Source: an optimization exercise on an open RTL-to-GDS flow (aim: small area, a short achievable clock period and few clock cycles per item). Production flows keep margins and buffers that such runs may drop.
Function was not checked in any run shown here: the RTL went through the layout flow alone.

--- flow/config.mk ---
export PLATFORM = sky130hd
export DESIGN_NAME = subbytes_pipe
export DESIGN_NICKNAME = subbytes_pipe
export VERILOG_FILES = /design/flow/design.v
export SDC_FILE = /design/flow/constraint.sdc
export NUM_CORES = 4
export LEC_CHECK = 0
export CAP_MARGIN = 20
export CORE_MARGIN = 2
export CORE_UTILIZATION = 65
export CTS_CLUSTER_DIAMETER = 100
export CTS_CLUSTER_SIZE = 24
export PLACE_DENSITY = 0.75
export SLEW_MARGIN = 20
export SYNTH_HIERARCHICAL = 1
export SYNTH_MINIMUM_KEEP_SIZE = 0
--- flow/constraint.sdc ---
create_clock -name core_clock -period 13.0 [get_ports {clk_i}]
set_input_delay 2.6000 -clock core_clock [delete_from_list [all_inputs] [get_ports {clk_i}]]
set_output_delay 2.6000 -clock core_clock [all_outputs]
set_load 0.01 [all_outputs]
--- flow/design.v ---
module subbytes_pipe #(
    parameter int NUM_BYTES = 16,
    parameter int LANE_W    = 8
) (
    input  logic                   clk_i,
    input  logic                   rst_ni,
    input  logic                   in_valid_i,
    output logic                   in_ready_o,
    input  logic [8*NUM_BYTES-1:0] in_data_i,
    input  logic                   inv_i,
    output logic                   out_valid_o,
    input  logic                   out_ready_i,
    output logic [8*NUM_BYTES-1:0] out_data_o,
    output logic                   busy_o
);
    if (LANE_W != 8) begin : g_bad_lane_w
        $error("subbytes_pipe: LANE_W must be 8");
    end
    if (NUM_BYTES < 1 || NUM_BYTES > 16) begin : g_bad_num_bytes
        $error("subbytes_pipe: NUM_BYTES must be in 1..16");
    end
    localparam int NB = NUM_BYTES;
    logic            adv;         
    logic            acc;         
    logic            inc;         
    logic            o_free;      
    logic            sp_valid;    
    logic [8*NB-1:0] sp_data;
    logic [8*NB-1:0] res;         
    logic [8*NB-1:0] o_new;       
    logic [8*NB-1:0] o_d;         
    logic            sp_valid_d;
    logic            o_valid_d;
    logic            v1;
    logic            inv1;
    logic [8*NB-1:0] b1_d, b1_q;
    logic            v2;
    logic            inv2;
    logic [8*NB-1:0] b2_d, b2_q;
    logic            busy_q;
    logic            rdy_q;       
    assign adv        = !sp_valid;
    assign in_ready_o = rdy_q;
    assign acc        = in_valid_i && rdy_q;
    assign inc        = adv && v2;
    assign o_free     = !out_valid_o || out_ready_i;
    assign busy_o     = busy_q;
    for (genvar k = 0; k < NB; k++) begin : g_lane
        sb_x_t u_x_t (.a(in_data_i[8*k +: 8]), .inv(inv_i), .b(b1_d[8*k +: 8]));
        sb_t_r u_t_r (.a(b1_q[8*k +: 8]), .inv(inv1), .b(b2_d[8*k +: 8]));
        sb_r_y u_r_y (.a(b2_q[8*k +: 8]), .inv(inv2), .b(res[8*k +: 8]));
    end
    assign o_new = sp_valid ? sp_data : res;
    assign o_d   = o_free ? o_new : out_data_o;
    assign o_valid_d  = o_free ? (sp_valid || inc) : 1'b1;
    assign sp_valid_d = o_free ? (sp_valid && inc) : (sp_valid || inc);
    always_ff @(posedge clk_i or negedge rst_ni) begin
        if (!rst_ni) begin
            rdy_q       <= 1'b1;
            busy_q      <= 1'b0;
            sp_valid    <= 1'b0;
            out_valid_o <= 1'b0;
            v1          <= 1'b0;
            v2          <= 1'b0;
        end else begin
            rdy_q       <= !sp_valid_d;
            sp_valid    <= sp_valid_d;
            out_valid_o <= o_valid_d;
            busy_q      <= o_valid_d || sp_valid_d || (adv ? (acc || v1) : (v1 || v2));
            if (adv) begin
                v1 <= acc;
                v2 <= v1;
            end
        end
    end
    always_ff @(posedge clk_i) begin
        if (adv) begin
            b1_q <= b1_d;
            inv1 <= inv_i;
            b2_q <= b2_d;
            inv2 <= inv1;
        end
        if (!sp_valid) sp_data <= res;
        out_data_o <= o_d;
    end
endmodule
module gf16_inv (
    input  logic [3:0] d,
    output logic [3:0] e
);
    logic w00;
    logic w01;
    logic w02;
    logic w03;
    logic w04;
    logic w05;
    logic w06;
    logic w07;
    logic w08;
    logic w09;
    logic w10;
    logic w11;
    logic w12;
    logic w13;
    logic w14;
    logic w15;
    g_inv u0 (.a(d[0]), .y(w15));
    g_inv u1 (.a(d[2]), .y(w00));
    g_inv u2 (.a(d[3]), .y(w01));
    g_nand2 u3 (.a(w00), .b(w01), .y(w02));
    g_nand2 u4 (.a(w02), .b(d[1]), .y(w03));
    g_nand2 u5 (.a(w15), .b(d[2]), .y(w04));
    g_nor2 u6 (.a(w01), .b(w04), .y(w05));
    g_o22ai u7 (.a1(w15), .a2(d[2]), .b1(w03), .b2(w05), .y(e[2]));
    g_inv u8 (.a(d[1]), .y(w06));
    g_nand2 u9 (.a(w06), .b(d[0]), .y(w07));
    g_nand2 u10 (.a(w15), .b(d[1]), .y(w08));
    g_nand3 u11 (.a(w07), .b(w08), .c(w00), .y(w09));
    g_nand2 u12 (.a(w09), .b(d[3]), .y(w10));
    g_nand2 u13 (.a(w10), .b(w02), .y(w11));
    g_nand2 u14 (.a(d[1]), .b(d[2]), .y(w12));
    g_nand2 u15 (.a(w11), .b(w12), .y(e[1]));
    g_nand2 u16 (.a(w10), .b(w04), .y(e[0]));
    g_nand2 u17 (.a(w01), .b(d[1]), .y(w13));
    g_nand2 u18 (.a(w12), .b(w15), .y(w14));
    g_xnor2 u19 (.a(w13), .b(w14), .y(e[3]));
endmodule
module sb_x_t (
    input  logic [7:0] a,
    input  logic       inv,
    output logic [7:0] b
);
    logic n0;
    g_xor2 u1 (.a(a[0]), .b(a[6]), .y(n0));
    logic n1;
    g_xor2 u3 (.a(a[1]), .b(n0), .y(n1));
    logic n2;
    g_xnor2 u5 (.a(a[4]), .b(a[7]), .y(n2));
    logic n3;
    g_xnor2 u7 (.a(a[5]), .b(n0), .y(n3));
    logic n4;
    g_xnor2 u9 (.a(a[5]), .b(n1), .y(n4));
    logic n5;
    g_xor2 u11 (.a(a[2]), .b(a[7]), .y(n5));
    logic n6;
    g_xor2 u13 (.a(a[0]), .b(a[3]), .y(n6));
    logic n7;
    g_xor2 u15 (.a(a[3]), .b(n1), .y(n7));
    logic n8;
    g_xor2 u17 (.a(a[7]), .b(n3), .y(n8));
    logic n9;
    g_xor2 u19 (.a(a[4]), .b(n3), .y(n9));
    logic n10;
    g_xor2 u21 (.a(n4), .b(n5), .y(n10));
    logic n11;
    g_xnor2 u23 (.a(a[2]), .b(n7), .y(n11));
    logic n12;
    g_xnor2 u25 (.a(a[1]), .b(n2), .y(n12));
    logic n13;
    g_xnor2 u27 (.a(n6), .b(n12), .y(n13));
    logic n14;
    g_xor2 u29 (.a(a[4]), .b(a[6]), .y(n14));
    logic n15;
    g_xor2 u31 (.a(a[4]), .b(n1), .y(n15));
    logic n16;
    g_xor2 u33 (.a(a[4]), .b(n4), .y(n16));
    logic n17;
    g_xor2 u35 (.a(a[4]), .b(n6), .y(n17));
    logic n18;
    g_xor2 u37 (.a(a[5]), .b(n5), .y(n18));
    logic n19;
    g_xnor2 u39 (.a(a[6]), .b(n2), .y(n19));
    logic n20;
    g_inv u41 (.a(inv), .y(n20));
    logic n21;
    g_inv u43 (.a(n20), .y(n21));
    logic n22;
    g_a22oi u45 (.a1(n21), .a2(n7), .b1(n20), .b2(n8), .y(n22));
    logic n23;
    g_a22oi u47 (.a1(n21), .a2(n14), .b1(n20), .b2(n4), .y(n23));
    logic n24;
    g_a22oi u49 (.a1(n21), .a2(n15), .b1(n20), .b2(n9), .y(n24));
    logic n25;
    g_a22oi u51 (.a1(n21), .a2(n2), .b1(n20), .b2(n10), .y(n25));
    logic n26;
    g_a22oi u53 (.a1(n21), .a2(n16), .b1(n20), .b2(n11), .y(n26));
    logic n27;
    g_a22oi u55 (.a1(n21), .a2(n17), .b1(n20), .b2(n3), .y(n27));
    logic n28;
    logic n29;
    g_inv u58 (.a(a[0]), .y(n29));
    g_a22oi u59 (.a1(n21), .a2(n18), .b1(n20), .b2(n29), .y(n28));
    logic n30;
    g_a22oi u61 (.a1(n21), .a2(n19), .b1(n20), .b2(n13), .y(n30));
    assign b[0] = n22;
    assign b[1] = n23;
    assign b[2] = n24;
    assign b[3] = n25;
    assign b[4] = n26;
    assign b[5] = n27;
    assign b[6] = n28;
    assign b[7] = n30;
endmodule
module sb_t_r (
    input  logic [7:0] a,
    input  logic       inv,
    output logic [7:0] b
);
    logic [3:0] d;
    logic [3:0] e;
    logic [17:0] f;
    logic n0;
    g_xor2 u1 (.a(a[0]), .b(a[1]), .y(n0));
    logic n1;
    g_xor2 u3 (.a(a[2]), .b(a[3]), .y(n1));
    logic n2;
    g_xor2 u5 (.a(a[0]), .b(a[2]), .y(n2));
    logic n3;
    g_xor2 u7 (.a(a[1]), .b(a[3]), .y(n3));
    logic n4;
    g_xor2 u9 (.a(n0), .b(n1), .y(n4));
    logic n5;
    g_xor2 u11 (.a(a[6]), .b(a[7]), .y(n5));
    logic n6;
    g_xor2 u13 (.a(a[4]), .b(a[5]), .y(n6));
    logic n7;
    g_xor2 u15 (.a(a[4]), .b(a[6]), .y(n7));
    logic n8;
    g_xor2 u17 (.a(a[5]), .b(a[7]), .y(n8));
    logic n9;
    g_xor2 u19 (.a(n5), .b(n6), .y(n9));
    logic n10;
    g_nand2 u21 (.a(a[0]), .b(a[4]), .y(n10));
    logic n11;
    g_nand2 u23 (.a(a[1]), .b(a[5]), .y(n11));
    logic n12;
    g_nand2 u25 (.a(a[2]), .b(a[6]), .y(n12));
    logic n13;
    g_nand2 u27 (.a(a[3]), .b(a[7]), .y(n13));
    logic n14;
    g_nand2 u29 (.a(n0), .b(n6), .y(n14));
    logic n15;
    g_nand2 u31 (.a(n1), .b(n5), .y(n15));
    logic n16;
    g_nand2 u33 (.a(n2), .b(n7), .y(n16));
    logic n17;
    g_nand2 u35 (.a(n3), .b(n8), .y(n17));
    logic n18;
    g_nand2 u37 (.a(n4), .b(n9), .y(n18));
    logic n19;
    g_xor2 u39 (.a(n15), .b(n16), .y(n19));
    logic n20;
    g_xor2 u41 (.a(n14), .b(n16), .y(n20));
    logic n21;
    g_xor2 u43 (.a(n10), .b(n17), .y(n21));
    logic n22;
    g_xor2 u45 (.a(a[0]), .b(a[4]), .y(n22));
    logic n23;
    g_xor2 u47 (.a(n20), .b(n21), .y(n23));
    logic n24;
    g_xor2 u49 (.a(n22), .b(n23), .y(n24));
    logic n25;
    g_xor2 u51 (.a(n11), .b(n18), .y(n25));
    logic n26;
    g_xor2 u53 (.a(n0), .b(n6), .y(n26));
    logic n27;
    g_xor2 u55 (.a(n20), .b(n25), .y(n27));
    logic n28;
    g_xor2 u57 (.a(n26), .b(n27), .y(n28));
    logic n29;
    g_xor2 u59 (.a(n12), .b(n17), .y(n29));
    logic n30;
    g_xor2 u61 (.a(n3), .b(n8), .y(n30));
    logic n31;
    g_xor2 u63 (.a(n19), .b(n29), .y(n31));
    logic n32;
    g_xor2 u65 (.a(n30), .b(n31), .y(n32));
    logic n33;
    g_xor2 u67 (.a(n13), .b(n18), .y(n33));
    logic n34;
    g_xor2 u69 (.a(n2), .b(n7), .y(n34));
    logic n35;
    g_xor2 u71 (.a(n19), .b(n33), .y(n35));
    logic n36;
    g_xor2 u73 (.a(n34), .b(n35), .y(n36));
    assign d[0] = n24;
    assign d[1] = n28;
    assign d[2] = n32;
    assign d[3] = n36;
    assign f[0] = a[0];
    assign f[1] = a[1];
    assign f[2] = a[2];
    assign f[3] = a[3];
    assign f[4] = n0;
    assign f[5] = n1;
    assign f[6] = n2;
    assign f[7] = n3;
    assign f[8] = n4;
    assign f[9] = a[4];
    assign f[10] = a[5];
    assign f[11] = a[6];
    assign f[12] = a[7];
    assign f[13] = n6;
    assign f[14] = n5;
    assign f[15] = n7;
    assign f[16] = n8;
    assign f[17] = n9;
    gf16_inv u_einv (.d(d), .e(e));
    logic m0;
    g_xor2 v1 (.a(e[0]), .b(e[1]), .y(m0));
    logic m1;
    g_xor2 v3 (.a(e[2]), .b(e[3]), .y(m1));
    logic m2;
    g_xor2 v5 (.a(e[0]), .b(e[2]), .y(m2));
    logic m3;
    g_xor2 v7 (.a(e[1]), .b(e[3]), .y(m3));
    logic m4;
    g_xor2 v9 (.a(m0), .b(m1), .y(m4));
    logic m5;
    g_nand2 v11 (.a(f[0]), .b(e[0]), .y(m5));
    logic m6;
    g_nand2 v13 (.a(f[1]), .b(e[1]), .y(m6));
    logic m7;
    g_nand2 v15 (.a(f[2]), .b(e[2]), .y(m7));
    logic m8;
    g_nand2 v17 (.a(f[3]), .b(e[3]), .y(m8));
    logic m9;
    g_nand2 v19 (.a(f[4]), .b(m0), .y(m9));
    logic m10;
    g_nand2 v21 (.a(f[5]), .b(m1), .y(m10));
    logic m11;
    g_nand2 v23 (.a(f[6]), .b(m2), .y(m11));
    logic m12;
    g_nand2 v25 (.a(f[7]), .b(m3), .y(m12));
    logic m13;
    g_nand2 v27 (.a(f[8]), .b(m4), .y(m13));
    logic m14;
    g_nand2 v29 (.a(f[9]), .b(e[0]), .y(m14));
    logic m15;
    g_nand2 v31 (.a(f[10]), .b(e[1]), .y(m15));
    logic m16;
    g_nand2 v33 (.a(f[11]), .b(e[2]), .y(m16));
    logic m17;
    g_nand2 v35 (.a(f[12]), .b(e[3]), .y(m17));
    logic m18;
    g_nand2 v37 (.a(f[13]), .b(m0), .y(m18));
    logic m19;
    g_nand2 v39 (.a(f[14]), .b(m1), .y(m19));
    logic m20;
    g_nand2 v41 (.a(f[15]), .b(m2), .y(m20));
    logic m21;
    g_nand2 v43 (.a(f[16]), .b(m3), .y(m21));
    logic m22;
    g_nand2 v45 (.a(f[17]), .b(m4), .y(m22));
    logic m23;
    g_xor2 v47 (.a(m20), .b(m21), .y(m23));
    logic m24;
    g_xor2 v49 (.a(m11), .b(m13), .y(m24));
    logic m25;
    g_xor2 v51 (.a(m20), .b(m22), .y(m25));
    logic m26;
    g_xor2 v53 (.a(m11), .b(m12), .y(m26));
    logic m27;
    g_xor2 v55 (.a(m14), .b(m18), .y(m27));
    logic m28;
    g_xor2 v57 (.a(m23), .b(m27), .y(m28));
    logic m29;
    g_xor2 v59 (.a(m15), .b(m18), .y(m29));
    logic m30;
    g_xor2 v61 (.a(m25), .b(m29), .y(m30));
    logic m31;
    g_xor2 v63 (.a(m16), .b(m19), .y(m31));
    logic m32;
    g_xor2 v65 (.a(m23), .b(m31), .y(m32));
    logic m33;
    g_xor2 v67 (.a(m17), .b(m19), .y(m33));
    logic m34;
    g_xor2 v69 (.a(m25), .b(m33), .y(m34));
    logic m35;
    g_xor2 v71 (.a(m5), .b(m9), .y(m35));
    logic m36;
    g_xor2 v73 (.a(m26), .b(m35), .y(m36));
    logic m37;
    g_xor2 v75 (.a(m6), .b(m9), .y(m37));
    logic m38;
    g_xor2 v77 (.a(m24), .b(m37), .y(m38));
    logic m39;
    g_xor2 v79 (.a(m7), .b(m10), .y(m39));
    logic m40;
    g_xor2 v81 (.a(m26), .b(m39), .y(m40));
    logic m41;
    g_xor2 v83 (.a(m8), .b(m10), .y(m41));
    logic m42;
    g_xor2 v85 (.a(m24), .b(m41), .y(m42));
    assign b[0] = m28;
    assign b[1] = m30;
    assign b[2] = m32;
    assign b[3] = m34;
    assign b[4] = m36;
    assign b[5] = m38;
    assign b[6] = m40;
    assign b[7] = m42;
endmodule
module sb_r_y (
    input  logic [7:0] a,
    input  logic       inv,
    output logic [7:0] b
);
    logic n0;
    g_xnor2 u1 (.a(a[1]), .b(a[7]), .y(n0));
    logic n1;
    g_xnor2 u3 (.a(a[0]), .b(a[5]), .y(n1));
    logic n2;
    g_xnor2 u5 (.a(a[2]), .b(n0), .y(n2));
    logic n3;
    g_xor2 u7 (.a(a[6]), .b(n2), .y(n3));
    logic n4;
    g_xor2 u9 (.a(a[3]), .b(a[4]), .y(n4));
    logic n5;
    g_xnor2 u11 (.a(a[1]), .b(n1), .y(n5));
    logic n6;
    g_xnor2 u13 (.a(a[2]), .b(n1), .y(n6));
    logic n7;
    g_xnor2 u15 (.a(a[4]), .b(n3), .y(n7));
    logic n8;
    g_xor2 u17 (.a(a[0]), .b(a[3]), .y(n8));
    logic n9;
    g_xnor2 u19 (.a(n2), .b(n8), .y(n9));
    logic n10;
    g_xor2 u21 (.a(a[3]), .b(n0), .y(n10));
    logic n11;
    g_xor2 u23 (.a(a[2]), .b(a[4]), .y(n11));
    logic n12;
    g_xor2 u25 (.a(a[3]), .b(a[7]), .y(n12));
    logic n13;
    g_xnor2 u27 (.a(a[1]), .b(a[5]), .y(n13));
    logic n14;
    g_xnor2 u29 (.a(a[3]), .b(n5), .y(n14));
    logic n15;
    g_xor2 u31 (.a(n1), .b(n3), .y(n15));
    logic n16;
    g_xnor2 u33 (.a(a[2]), .b(a[5]), .y(n16));
    logic n17;
    g_xnor2 u35 (.a(n3), .b(n4), .y(n17));
    logic n18;
    g_xor2 u37 (.a(a[5]), .b(n4), .y(n18));
    logic n19;
    g_xnor2 u39 (.a(n2), .b(n18), .y(n19));
    logic n20;
    g_inv u41 (.a(inv), .y(n20));
    logic n21;
    g_inv u43 (.a(n20), .y(n21));
    logic n22;
    logic n23;
    g_inv u46 (.a(a[6]), .y(n23));
    g_a22oi u47 (.a1(n21), .a2(n23), .b1(n20), .b2(n6), .y(n22));
    logic n24;
    g_a22oi u49 (.a1(n21), .a2(n13), .b1(n20), .b2(n5), .y(n24));
    logic n25;
    g_a22oi u51 (.a1(n21), .a2(n14), .b1(n20), .b2(n7), .y(n25));
    logic n26;
    g_a22oi u53 (.a1(n21), .a2(n15), .b1(n20), .b2(n9), .y(n26));
    logic n27;
    g_a22oi u55 (.a1(n21), .a2(n16), .b1(n20), .b2(n10), .y(n27));
    logic n28;
    g_a22oi u57 (.a1(n21), .a2(n17), .b1(n20), .b2(n11), .y(n28));
    logic n29;
    g_a22oi u59 (.a1(n21), .a2(n19), .b1(n20), .b2(n12), .y(n29));
    logic n30;
    g_a22oi u61 (.a1(n21), .a2(n1), .b1(n20), .b2(n0), .y(n30));
    assign b[0] = n22;
    assign b[1] = n24;
    assign b[2] = n25;
    assign b[3] = n26;
    assign b[4] = n27;
    assign b[5] = n28;
    assign b[6] = n29;
    assign b[7] = n30;
endmodule
module g_xor2 (input logic a, input logic b, output logic y);
    assign y = a ^ b;
endmodule
module g_xnor2 (input logic a, input logic b, output logic y);
    assign y = ~(a ^ b);
endmodule
module g_nand2 (input logic a, input logic b, output logic y);
    assign y = ~(a & b);
endmodule
module g_nor2 (input logic a, input logic b, output logic y);
    assign y = ~(a | b);
endmodule
module g_mux2i (input logic s, input logic a0, input logic a1, output logic y);
    assign y = ~(s ? a1 : a0);
endmodule
module g_nand3 (input logic a, input logic b, input logic c, output logic y);
    assign y = ~(a & b & c);
endmodule
module g_o22ai (input logic a1, input logic a2, input logic b1, input logic b2, output logic y);
    assign y = ~((a1 | a2) & (b1 | b2));
endmodule
module g_mux2 (input logic s, input logic a0, input logic a1, output logic y);
    assign y = s ? a1 : a0;
endmodule
module g_a22oi (input logic a1, input logic a2, input logic b1, input logic b2, output logic y);
    assign y = ~((a1 & a2) | (b1 & b2));
endmodule
module g_inv (input logic a, output logic y);
    assign y = ~a;
endmodule
--- flow/flow/run.sh ---
#!/bin/bash
export BUFFER_PORTS_ARGS="-buffer_cell sky130_fd_sc_hd__buf_1"
bash standard.sh finish SETUP_SLACK_MARGIN=${MARGIN:-9} > standard.log 2>&1
--- flow/standard.sh ---
#!/bin/bash
# synth_recipe.tcl (not shown) runs the flow's synth.tcl, then flattens the netlist and writes it again
# the make line also repeats each setting of config.mk as NAME=value (left out here)
make -C /OpenROAD-flow-scripts/flow DESIGN_CONFIG=/design/flow/config.mk WORK_HOME=/design/flow/orfs CLKGATE_MAP_FILE= SYNTH_SCRIPT=/design/flow/synth_recipe.tcl "${@:-finish}"
==> results of run 1 <==
-- Yosys stat by module (local to each module, per instance), excerpt --
module	cells inside	times used
g_nand3	1	16
g_nor2	1	16
g_xor2	1	1184
g_inv	1	160
g_nand2	1	624
g_o22ai	1	16
g_xnor2	1	320
g_a22oi	1	256
-- cell type report --
| class | instances | area [um^2] |
|---|---|---|
| well taps | 773 | 967 |
| fillers | 4503 | 19700 |
| clock inverters | 3 | 22.5 |
| flip-flops and latches | 520 | 14300 |
| inverters | 161 | 608 |
| diodes | 4 | 10.0 |
| multi-input cells | 2570 | 21500 |
| repair buffers | 273 | 1070 |
| clock buffers | 45 | 817 |
-- cell usage in the layout (no fill, tap or decap), drive strengths merged --
cell type,instances
xor2,1184
nand2,627
edfxtp,386
xnor2,320
buf,272
a22oi,256
inv,162
mux2,129
dfxtp,128
clkbuf,46
nor2,18
nand3,16
o22ai,16
dfrtp,5
diode,4
nand2b,1
or2,1
nand4b,1
clkinvlp,1
o21ai,1
clkinv,1
dfstp,1
-- logic make-up (layout without fill, tap and decap cells) --
family / Yosys count / in the layout / synth area share
buffers and inverters: 560 / 482 / 0.0937
AOI/OAI and AO/OA: 273 / 273 / 0.0856
muxes: 129 / 129 / 0.0441
other: 0 / 4 / 0
and+or+nand+nor: 664 / 664 / 0.0653
DFF: 520 / 520 / 0.370
xor gates and xnor gates: 1504 / 1504 / 0.341
-- worst max-delay path by stage --
stage	start	to	slack, ns	cells after the start
floorplan	sp_valid	b1_q[0]	8.05	4
global placement	inv_i	b1_q[45]	8.40	4
detailed placement	inv_i	b1_q[2]	8.28	4
CTS	b1_q[72]	b2_q[77]	9.09	13
global route	b1_q[105]	b2_q[111]	8.97	17
finish	rdy_q	in_ready_o	9.13	1
-- flip-flops by register name (all words and copies together) (netlist names) --
| register | flops |
|---|---|
| b1_q | 128 |
| busy_q | 1 |
| sp_valid | 1 |
| v2 | 1 |
| inv2 | 1 |
| b2_q | 128 |
| sp_data | 128 |
| out_valid_o | 1 |
| v1 | 1 |
| inv1 | 1 |
| out_data_o | 128 |
| rdy_q | 1 |
-- per-stage QoR --
| step | std cells | hold slack [ns] | util | instance area (um^2) |
|---|---|---|---|---|
| 2_1_floorplan | 3650 | 0.400 | - | 38900 |
| 3_3_place_gp | 4295 | 0.401 | 0.643 | 37900 |
| 3_5_place_dp | 4295 | 0.407 | 0.643 | 37900 |
| 4_1_cts | 4343 | 0.432 | 0.657 | 38700 |
| 5_1_grt | 4345 | 0.441 | 0.666 | 39200 |
| 6_report | 4349 | 0.431 | 0.666 | 39300 |
-- routing by layer --
layer	vias to the layer above	share of wire	GRT usage
met4	0	0.024	0.0618
li1	11322	-	-
met2	355	0.53	0.411
met5	-	0	0
met3	98	0.033	0.0243
met1	10935	0.42	0.270
-- what timing repair did --
action / 4_1_cts / 5_1_grt
setup buffers: 0 / 2
pin swaps: 0 / 2
gates resized for setup: 1 / 67
setup endpoints to repair: 46 / 71
endpoints found under the hold margin: 0 / 0
==> flow_summary.toml, run 1 <==
[worst_setup_path]
worstPathCellList = "buf_1"
cp_top_family = "flip-flops"
crit_required_ns = 10.40
slowest_stage = "dfstp_2"
endpoint_kind = "primary output"
cp-start-kind = "flop"
r2r_end = "b2_q[41]"
path_buf_inv = 1
r2r-start = "b1_q[47]"
arrival_ns = 1.27
cp_max_fo = 2
r2r_setup_slack_ns = 9.21
worst-r2r-cell-count = 13
criticalPathCategory = "reg2out"
critPathMaxStageDelay_ns = 0.53

[logic_synthesis]
yosys_warnings = 7
yosys.cell_count.top_type = "xor2_1"
synth_common_cells = "1,184 x xor2_1, 627 x nand2_1, 386 x edfxtp_1, 384 x buf_4, 320 x xnor2_1"
yosysUniqueCellTypes = 21
synthCells = 3650
synth_area_um2 = 38600
post_synth.cell_area_avg_um2 = 10.6
yosys_most_used_dff = "edfxtp_1"
synth_nets = 3783
yosys.area.top_type_share = 0.300
synth_seq_area_share = 0.370
synth-edff-count = 386
ys_top_cells_by_area = "edfxtp_1 30%, xor2_1 27%, a22oi_2 8.3%"
synth_top_area_cell = "edfxtp_1"
synth-async-reset-ratio = 0.0115
synth-seq-cells = 520

[clock_tree]
clkLatencyLatePin_ns = 0.59
root_buffer = "clkbuf_16"
ctsHtreeMaxLevel = 1
cts_buffers = 26
cts_sinks = 520
cts_tree = "yes"
clk_pin_slew_ns = 0.10
cts_hold_buffers = 0
clk_path_buf_depth = 3

[floorplanning]
fp.dieW_um = 248
die_area_um2 = 61400
core_area_um2 = 58900
start_util = 0.656
ios = 264
die_y_um = 248
std_cell_rows = 89

[timing]
setup_violations = 0
clock.fmax_mhz = 259
tns_ns = 0
fin_skew_ns = 0.0180
tightest_slew_ns = 0.947
finalCriticalPeriod_ns = 3.87
max_slew_margin = 0.369
slew_viol_final = 0
hold_viol = 0
grt_setup_unrepaired = "no"
fin_ws_ns = 9.13
fin_crit_sh = 0.297

[global_route]
grt_pass1_wl_um = 112000
grt_overflow_total = 0
antenna_found_initial = 0
grt_use_total = 0.221
grt_pass1_vias = 23069
grt_max_degree = 74

[flow_run]
drv_cap = 0

[route]
viasPerCell = 5.22
ant_nets = 0
routedWlPerCell_um = 16.1
drc = 0
drtIter0Drc = 932
dr.pass1.iters = 5
num_vias = 22710
wirelength_um = 69800

[min_path]
hold_path_end = "inv2"
whs_path_depth = 0
hold_start = "inv1"
min_path_type = "reg2reg"

[placement]
post-place-ws_ns = 8.28
dpl.hpwl_um = 54200
gp_congestion = 0.946
io_buffers = 263

[run_status]
status = "complete, no violations"

[layout]
drive_gt1_frac = 0.149
syn_to_final_growth_pct = 1.61
layout.nets = 3685
==> run 2: changes to the inputs <==
--- a/flow/design.v
+++ b/flow/design.v
@@ -173,31 +173,27 @@
     logic n20;
-    g_inv u41 (.a(inv), .y(n20));
+    g_mux2i u41 (.s(inv), .a0(n8), .a1(n7), .y(n20));
     logic n21;
-    g_inv u43 (.a(n20), .y(n21));
+    g_mux2i u43 (.s(inv), .a0(n4), .a1(n14), .y(n21));
     logic n22;
-    g_a22oi u45 (.a1(n21), .a2(n7), .b1(n20), .b2(n8), .y(n22));
+    g_mux2i u45 (.s(inv), .a0(n9), .a1(n15), .y(n22));
     logic n23;
-    g_a22oi u47 (.a1(n21), .a2(n14), .b1(n20), .b2(n4), .y(n23));
+    g_mux2i u47 (.s(inv), .a0(n10), .a1(n2), .y(n23));
     logic n24;
-    g_a22oi u49 (.a1(n21), .a2(n15), .b1(n20), .b2(n9), .y(n24));
+    g_mux2i u49 (.s(inv), .a0(n11), .a1(n16), .y(n24));
     logic n25;
-    g_a22oi u51 (.a1(n21), .a2(n2), .b1(n20), .b2(n10), .y(n25));
+    g_mux2i u51 (.s(inv), .a0(n3), .a1(n17), .y(n25));
     logic n26;
-    g_a22oi u53 (.a1(n21), .a2(n16), .b1(n20), .b2(n11), .y(n26));
     logic n27;
-    g_a22oi u55 (.a1(n21), .a2(n17), .b1(n20), .b2(n3), .y(n27));
+    g_inv u54 (.a(a[0]), .y(n27));
+    g_mux2i u55 (.s(inv), .a0(n27), .a1(n18), .y(n26));
     logic n28;
-    logic n29;
-    g_inv u58 (.a(a[0]), .y(n29));
-    g_a22oi u59 (.a1(n21), .a2(n18), .b1(n20), .b2(n29), .y(n28));
-    logic n30;
-    g_a22oi u61 (.a1(n21), .a2(n19), .b1(n20), .b2(n13), .y(n30));
-    assign b[0] = n22;
-    assign b[1] = n23;
-    assign b[2] = n24;
-    assign b[3] = n25;
-    assign b[4] = n26;
-    assign b[5] = n27;
-    assign b[6] = n28;
-    assign b[7] = n30;
+    g_mux2i u57 (.s(inv), .a0(n13), .a1(n19), .y(n28));
+    assign b[0] = n20;
+    assign b[1] = n21;
+    assign b[2] = n22;
+    assign b[3] = n23;
+    assign b[4] = n24;
+    assign b[5] = n25;
+    assign b[6] = n26;
+    assign b[7] = n28;
 endmodule
@@ -413,9 +409,9 @@
     logic n2;
-    g_xnor2 u5 (.a(a[2]), .b(n0), .y(n2));
+    g_xor2 u5 (.a(a[3]), .b(n0), .y(n2));
     logic n3;
-    g_xor2 u7 (.a(a[6]), .b(n2), .y(n3));
+    g_xor2 u7 (.a(a[2]), .b(a[4]), .y(n3));
     logic n4;
-    g_xor2 u9 (.a(a[3]), .b(a[4]), .y(n4));
+    g_xnor2 u9 (.a(a[6]), .b(n0), .y(n4));
     logic n5;
-    g_xnor2 u11 (.a(a[1]), .b(n1), .y(n5));
+    g_xnor2 u11 (.a(n2), .b(n3), .y(n5));
     logic n6;
@@ -423,57 +419,49 @@
     logic n7;
-    g_xnor2 u15 (.a(a[4]), .b(n3), .y(n7));
+    g_xnor2 u15 (.a(a[1]), .b(n1), .y(n7));
     logic n8;
-    g_xor2 u17 (.a(a[0]), .b(a[3]), .y(n8));
+    g_xnor2 u17 (.a(n3), .b(n4), .y(n8));
     logic n9;
-    g_xnor2 u19 (.a(n2), .b(n8), .y(n9));
+    g_xor2 u19 (.a(a[0]), .b(a[2]), .y(n9));
     logic n10;
-    g_xor2 u21 (.a(a[3]), .b(n0), .y(n10));
+    g_xor2 u21 (.a(n2), .b(n9), .y(n10));
     logic n11;
-    g_xor2 u23 (.a(a[2]), .b(a[4]), .y(n11));
+    g_xor2 u23 (.a(a[3]), .b(a[7]), .y(n11));
     logic n12;
-    g_xor2 u25 (.a(a[3]), .b(a[7]), .y(n12));
+    g_xnor2 u25 (.a(a[1]), .b(a[5]), .y(n12));
     logic n13;
-    g_xnor2 u27 (.a(a[1]), .b(a[5]), .y(n13));
+    g_xnor2 u27 (.a(a[3]), .b(n7), .y(n13));
     logic n14;
-    g_xnor2 u29 (.a(a[3]), .b(n5), .y(n14));
+    g_xnor2 u29 (.a(n4), .b(n6), .y(n14));
     logic n15;
-    g_xor2 u31 (.a(n1), .b(n3), .y(n15));
+    g_xnor2 u31 (.a(a[2]), .b(a[5]), .y(n15));
     logic n16;
-    g_xnor2 u33 (.a(a[2]), .b(a[5]), .y(n16));
+    g_xnor2 u33 (.a(a[6]), .b(n5), .y(n16));
     logic n17;
-    g_xnor2 u35 (.a(n3), .b(n4), .y(n17));
+    g_xnor2 u35 (.a(a[5]), .b(n5), .y(n17));
     logic n18;
-    g_xor2 u37 (.a(a[5]), .b(n4), .y(n18));
     logic n19;
-    g_xnor2 u39 (.a(n2), .b(n18), .y(n19));
+    g_inv u38 (.a(a[6]), .y(n19));
+    g_mux2i u39 (.s(inv), .a0(n6), .a1(n19), .y(n18));
     logic n20;
-    g_inv u41 (.a(inv), .y(n20));
+    g_mux2i u41 (.s(inv), .a0(n7), .a1(n12), .y(n20));
     logic n21;
-    g_inv u43 (.a(n20), .y(n21));
+    g_mux2i u43 (.s(inv), .a0(n8), .a1(n13), .y(n21));
     logic n22;
+    g_mux2i u45 (.s(inv), .a0(n10), .a1(n14), .y(n22));
     logic n23;
-    g_inv u46 (.a(a[6]), .y(n23));
-    g_a22oi u47 (.a1(n21), .a2(n23), .b1(n20), .b2(n6), .y(n22));
+    g_mux2i u47 (.s(inv), .a0(n2), .a1(n15), .y(n23));
     logic n24;
-    g_a22oi u49 (.a1(n21), .a2(n13), .b1(n20), .b2(n5), .y(n24));
+    g_mux2i u49 (.s(inv), .a0(n3), .a1(n16), .y(n24));
     logic n25;
-    g_a22oi u51 (.a1(n21), .a2(n14), .b1(n20), .b2(n7), .y(n25));
+    g_mux2i u51 (.s(inv), .a0(n11), .a1(n17), .y(n25));
     logic n26;
-    g_a22oi u53 (.a1(n21), .a2(n15), .b1(n20), .b2(n9), .y(n26));
-    logic n27;
-    g_a22oi u55 (.a1(n21), .a2(n16), .b1(n20), .b2(n10), .y(n27));
-    logic n28;
-    g_a22oi u57 (.a1(n21), .a2(n17), .b1(n20), .b2(n11), .y(n28));
-    logic n29;
-    g_a22oi u59 (.a1(n21), .a2(n19), .b1(n20), .b2(n12), .y(n29));
-    logic n30;
-    g_a22oi u61 (.a1(n21), .a2(n1), .b1(n20), .b2(n0), .y(n30));
-    assign b[0] = n22;
-    assign b[1] = n24;
-    assign b[2] = n25;
-    assign b[3] = n26;
-    assign b[4] = n27;
-    assign b[5] = n28;
-    assign b[6] = n29;
-    assign b[7] = n30;
+    g_mux2i u53 (.s(inv), .a0(n0), .a1(n1), .y(n26));
+    assign b[0] = n18;
+    assign b[1] = n20;
+    assign b[2] = n21;
+    assign b[3] = n22;
+    assign b[4] = n23;
+    assign b[5] = n24;
+    assign b[6] = n25;
+    assign b[7] = n26;
 endmodule
@@ -503,5 +491,2 @@
 endmodule
-module g_a22oi (input logic a1, input logic a2, input logic b1, input logic b2, output logic y);
-    assign y = ~((a1 & a2) | (b1 & b2));
-endmodule
 module g_inv (input logic a, output logic y);
==> run 2 against run 1 <==
  * Clock skew is 0.0018 ns lower
  * Register-to-register slack better by 0.04 ns
  * First-iteration DRC count down 11%
  * Critical path type unchanged
  * Critical endpoint unchanged
  * Largest cell class unchanged
==> flow_summary.toml, run 2 <==
[run_status]
status = "complete, no violations"

[timing]
tns_ns = 0
grt_setup_unrepaired = "no"
fin_crit_sh = 0.304
fin_skew_ns = 0.0162
tightest_slew_ns = 0.983
setup_violations = 0
fin_ws_ns = 9.05
max_slew_margin = 0.345
slew_viol_final = 0
hold_viol = 0
clock.fmax_mhz = 253
finalCriticalPeriod_ns = 3.95

[placement]
gp_congestion = 0.898
io_buffers = 263
post-place-ws_ns = 8.24
dpl.hpwl_um = 50800
dp_cells = 4194

[clock_tree]
clk_pin_slew_ns = 0.09
cts_tree = "yes"
cts_hold_buffers = 0
ctsHtreeMaxLevel = 1
clk_path_buf_depth = 3
clkLatencyLatePin_ns = 0.61
root_buffer = "clkbuf_16"
cts_sinks = 520
cts_buffers = 28

[layout]
final_cell_mix = "1,083 x xor2_1, 627 x nand2_1, 386 x edfxtp_1"
layout.nets = 3599
fin_cells = 4256
final_common_cell = "xor2_1"
syn_to_final_growth_pct = 1.23
drive_gt1_frac = 0.0734

[logic_synthesis]
synth_common_cells = "1,136 x xor2_1, 627 x nand2_1, 386 x edfxtp_1, 384 x buf_4, 336 x xnor2_1"
synth_area_um2 = 37500
yosys_warnings = 7
ys_top_cells_by_area = "edfxtp_1 31%, xor2_1 27%, xnor2_1 7.9%"
synth_seq_area_share = 0.382
synth-async-reset-ratio = 0.0115
synth_top_area_cell = "edfxtp_1"
synthCells = 3554
synth-seq-cells = 520
yosys.area.top_type_share = 0.309
yosys.cell_count.top_type = "xor2_1"
synth_nets = 3687
yosys_most_used_dff = "edfxtp_1"
post_synth.cell_area_avg_um2 = 10.5
synth-edff-count = 386
yosysUniqueCellTypes = 21

[global_route]
grt_pass1_vias = 22096
grt_pass1_wl_um = 107000
antenna_found_initial = 5
grt_max_degree = 78
grt_use_total = 0.215
grt_overflow_total = 0

[route]
routedWlPerCell_um = 15.4
drc = 0
wirelength_um = 65400
dr.pass1.iters = 5
ant_nets = 0
num_vias = 21733
drtIter0Drc = 830
viasPerCell = 5.11

[floorplanning]
core_area_um2 = 57400
die_area_um2 = 59600
fp.dieW_um = 244
std_cell_rows = 88
die_y_um = 244
ios = 264
start_util = 0.653

[flow_run]
drv_cap = 0

[worst_setup_path]
crit_required_ns = 10.40
r2r_end = "b2_q[17]"
worstPathCellList = "buf_2"
cp.depth = 1
cp_max_fo = 2
worstSetupStartpoint = "rdy_q"
endpoint_kind = "primary output"
worst-r2r-cell-count = 13
path_buf_inv = 1
cp_top_family = "flip-flops"
r2r_setup_slack_ns = 9.25
cp-start-kind = "flop"
slowest_stage = "dfstp_2"
r2r-start = "b1_q[20]"
arrival_ns = 1.35
criticalPathCategory = "reg2out"
critPathMaxStageDelay_ns = 0.59

[min_path]
min_path_type = "reg2reg"
hold_start = "inv1"
whs_path_depth = 0
hold_path_end = "inv2"
[run 2: cell families after synthesis]
group                  count (synthesis)  synth area share
AO/OA/AOI/OAI                         17           0.00280
XOR/XNOR                            1472             0.344
buffers and inverters                496            0.0902
flip-flops                           520             0.382
multiplexers                         385             0.114
AND/OR/NAND/NOR                      664            0.0673
[run 2: what timing repair did]
action,4_1_cts,5_1_grt
buffers inserted,0,6
gates resized for setup,1,64
endpoints found under the hold margin,0,0
gates cloned,1,0
endpoints found under the setup margin,60,69
pin swaps,0,6
[run 2: worst max path at each step]
stage                       to  slack (ns)
6_report            in_ready_o        9.05
5_1_grt               b2_q[29]        8.89
4_1_cts            out_valid_o        8.99
3_5_place_dp    out_data_o[18]        8.24
3_3_place_gp    out_data_o[18]        8.29
2_1_floorplan  out_data_o[100]        7.85
[run 2: area by class of cell]
cell class              instances  area, um^2
diodes                          3        7.51
clock buffers                  44         803
clock inverters                 8        96.3
fillers                      4467       19400
inverters                      97         368
multi-input cells            2539       20300
flip-flops and latches        520       14300
well taps                     765         957
repair buffers                280        1120
[run 2: Yosys stat by module (local to each module, per instance), a selection]
module / area, um^2 / times used / flip-flops and latches / cells inside
sb_r_y: 60.1 / 16 / 0 / 8
g_nand2: 3.75 / 624 / 0 / 1
g_nor2: 3.75 / 16 / 0 / 1
g_xnor2: 8.76 / 336 / 0 / 1
subbytes_pipe: 16200 / 1 / 520 / 674
g_nand3: 5.00 / 16 / 0 / 1
g_xor2: 8.76 / 1136 / 0 / 1
g_mux2i: 10.0 / 256 / 0 / 1
[run 2: metal layers]
metal | vias to the layer above | GRT usage | routed length, um
li1 | 10883 | - | -
met1 | 10354 | 0.260 | 27300
met2 | 371 | 0.392 | 33400
met3 | 121 | 0.0248 | 2090
met4 | 4 | 0.0784 | 2530
met5 | - | 0 | 25
[run 2: metrics by stage]
stage / area (um^2) / hold slack, ns / utilization
floorplan: 37500 / 0.400 / -
global placement: 36500 / 0.400 / 0.636
detailed placement: 36500 / 0.408 / 0.636
CTS: 37400 / 0.430 / 0.652
global route: 37900 / 0.434 / 0.661
finish: 37900 / 0.432 / 0.661
==> run 3: changes to the inputs <==
--- a/flow/config.mk
+++ b/flow/config.mk
@@ -7,3 +7,3 @@
 export LEC_CHECK = 0
-export CAP_MARGIN = 20
+export CAP_MARGIN = 5
 export CORE_MARGIN = 2
@@ -13,3 +13,3 @@
 export PLACE_DENSITY = 0.75
-export SLEW_MARGIN = 20
+export SLEW_MARGIN = 5
 export SYNTH_HIERARCHICAL = 1
==> run 3 against run 2 <==
  * Worst hold slack is the same
  * Synthesized cell count is the same
  * Final area is the same
==> flow_summary.toml, run 3 <==
[run_status]
status = "complete, no violations"

[layout]
fin_cells = 4256
final_cell_area_um2 = 37900
drive_gt1_frac = 0.0734
fin_util = 0.661
final_common_cell = "xor2_1"
syn_to_final_growth_pct = 1.23
fillCellCount = 4467
final_cell_mix = "1,083 x xor2_1, 627 x nand2_1, 386 x edfxtp_1"
layout.nets = 3599

[worst_setup_path]
arrival_ns = 1.35
path_buf_inv = 1
cp_max_fo = 2
critPathMaxStageDelay_ns = 0.59
cp-start-kind = "flop"
cp_top_family = "flip-flops"
r2r_setup_slack_ns = 9.25
crit_required_ns = 10.40
slowest_stage = "dfstp_2"
endpoint_kind = "primary output"
criticalPathCategory = "reg2out"
worstPathCellList = "buf_2"

[logic_synthesis]
synth-edff-count = 386
synth_top_family_by_area = "XOR/XNOR gates"
synthAdderAreaFrac = 0
synth_top_area_cell = "edfxtp_1"
yosysUniqueCellTypes = 21
synth_compound_area_frac = 0.00280
synth_simple_gate_area_frac = 0.0673
yosys_warnings = 7
synthCells = 3554
synth_common_cells = "1,136 x xor2_1, 627 x nand2_1, 386 x edfxtp_1, 384 x buf_4, 336 x xnor2_1"
synth-async-reset-ratio = 0.0115
yosys.area.top_type_share = 0.309
muxShareOfSynthArea = 0.114
synth_area_um2 = 37500
yosys.area_share.xor_xnor = 0.344
yosys_most_used_dff = "edfxtp_1"
post_synth.cell_area_avg_um2 = 10.5
ys_top_cells_by_area = "edfxtp_1 31%, xor2_1 27%, xnor2_1 7.9%"
yosys.cell_count.top_type = "xor2_1"
synth-seq-cells = 520
synth_seq_area_share = 0.382
synth_nets = 3687

[global_route]
grt_pass1_wl_um = 107000
grt_pass1_vias = 22096
grt_use_total = 0.215
grt_max_degree = 78
grt_overflow_total = 0
antenna_found_initial = 5

[timing]
max_slew_margin = 0.345
fin_crit_sh = 0.304
grt_setup_unrepaired = "no"
tightest_slew_ns = 0.983
slew_viol_final = 0
clock.fmax_mhz = 253
finalCriticalPeriod_ns = 3.95
setup_violations = 0
fin_skew_ns = 0.0162
hold_viol = 0
tns_ns = 0

[placement]
gp_congestion = 0.898
dp_cells = 4194
place_area_um2 = 36500
dpl.hpwl_um = 50800
io_buffers = 263

[floorplanning]
core_area_um2 = 57400
die_y_um = 244
std_cell_rows = 88
die_area_um2 = 59600
start_util = 0.653
fp.dieW_um = 244
ios = 264

[route]
drc = 0
wirelength_um = 65400
ant_nets = 0
routedWlPerCell_um = 15.4
drtIter0Drc = 830
viasPerCell = 5.11
num_vias = 21733
dr.pass1.iters = 5

[clock_tree]
clk_path_buf_depth = 3
ctsHtreeMaxLevel = 1
cts_buffers = 28
root_buffer = "clkbuf_16"
clkLatencyLatePin_ns = 0.61
cts_sinks = 520
cts_tree = "yes"
clk_pin_slew_ns = 0.09

[flow_run]
drv_cap = 0

[min_path]
min_path_type = "reg2reg"
[run 3: cell counts after synthesis]
Identical to the previous run, type by type.
[run 3: Yosys stat by module, one instance, submodules excluded, excerpt]
module,cell area (um^2),copies in the design,cells
g_inv,3.75,96,1
sb_t_r,60.1,16,8
sb_x_t,60.1,16,8
subbytes_pipe,16200,1,674
g_xnor2,8.76,336,1
g_nand3,5.00,16,1
g_mux2i,10.0,256,1
g_nor2,3.75,16,1
g_o22ai,6.26,16,1
g_nand2,3.75,624,1
g_xor2,8.76,1136,1
sb_r_y,60.1,16,8
[run 3: final cells by class]
type | instances | area (um^2) | share of cell area
multi-input cells | 2539 | 20300 | 0.534
flip-flops and latches | 520 | 14300 | 0.377
repair buffers | 280 | 1120 | 0.0295
well taps | 765 | 957 | 0.0252
clock buffers | 44 | 803 | 0.0212
inverters | 97 | 368 | 0.00970
clock inverters | 8 | 96.3 | 0.00254
diodes | 3 | 7.51 | 0.000198
[run 3: layer usage]
metal	part of all wire	routed length, um	GRT usage	vias to the layer above
met5	0.00038	25	0	-
met4	0.039	2530	0.0784	4
met3	0.032	2090	0.0248	121
met2	0.51	33400	0.392	371
met1	0.42	27300	0.260	10354
li1	-	-	-	10883
[run 3: kinds of logic (layout without fill, tap and decap cells)]
| kind of cell | after synthesis | count (layout) |
|---|---|---|
| XOR/XNOR | 1472 | 1472 |
| AND/OR/NAND/NOR | 664 | 665 |
| other | 0 | 3 |
| AO/OA/AOI/OAI | 17 | 17 |
| flip-flops | 520 | 520 |
| buffers and inverters | 496 | 429 |
| multiplexers | 385 | 385 |
[run 3: final timing paths]
path / from / to / cells after the start
setup / recovery: rdy_q / in_ready_o / 1
hold / removal: inv1 / inv2 / 0
setup reg to reg: b1_q[20] / b2_q[17] / 13
hold reg to reg: inv1 / inv2 / 0
max in group asynchronous: rst_ni / rdy_q / 1
min in group asynchronous: rst_ni / busy_q / 1
[run 3: timing repair]
item / CTS / global route
buffers inserted: 0 / 6
cloned: 1 / 0
endpoints found under the setup margin: 60 / 69
gates resized for setup: 1 / 64
pin swaps: 0 / 6
endpoints found under the hold margin: 0 / 0
hold buffers: 0 / 0
[run 3: metrics by stage]
stage / worst slack [ns] / hold slack [ns]
after detailed placement: 8.24 / 0.408
after global placement: 8.29 / 0.400
final: 9.05 / 0.432
after floorplan: 7.85 / 0.400
after global routing: 8.89 / 0.434
after CTS: 8.99 / 0.430

## afterwards: timing with drivers on the ports
Ports are ideal in the flow. The routed layouts listed here were re-timed in OpenROAD.
Step 1 assumes that a clkbuf_16 drives the clock port and a buf_2 every other input.
Step 2 times the ports against the registers' clock, not the clock port: input delays grow and output delays shrink by t, the midpoint of the rising clock arrivals with the driver on.
a / b / c = ideal / step 1 / step 2; a / b = the first two.
run | t, ns | slack for setup (ns) | hold slack, ns | latest minus earliest clock arrival (ns) | worst register clock-pin slew, ns
run 1 | 0.644 | 9.134 / 9.073 / 8.661 | 0.431 / 0.431 / 0.431 | 0.024 / 0.024 | 0.10 / 0.10
run 2 | 0.660 | 9.049 / 8.987 / 8.518 | 0.432 / 0.432 / 0.432 | 0.027 / 0.026 | 0.10 / 0.10
run 3 | 0.660 | 9.049 / 8.987 / 8.518 | 0.432 / 0.432 / 0.432 | 0.027 / 0.026 | 0.10 / 0.10
After both steps every run listed still meets setup and hold.
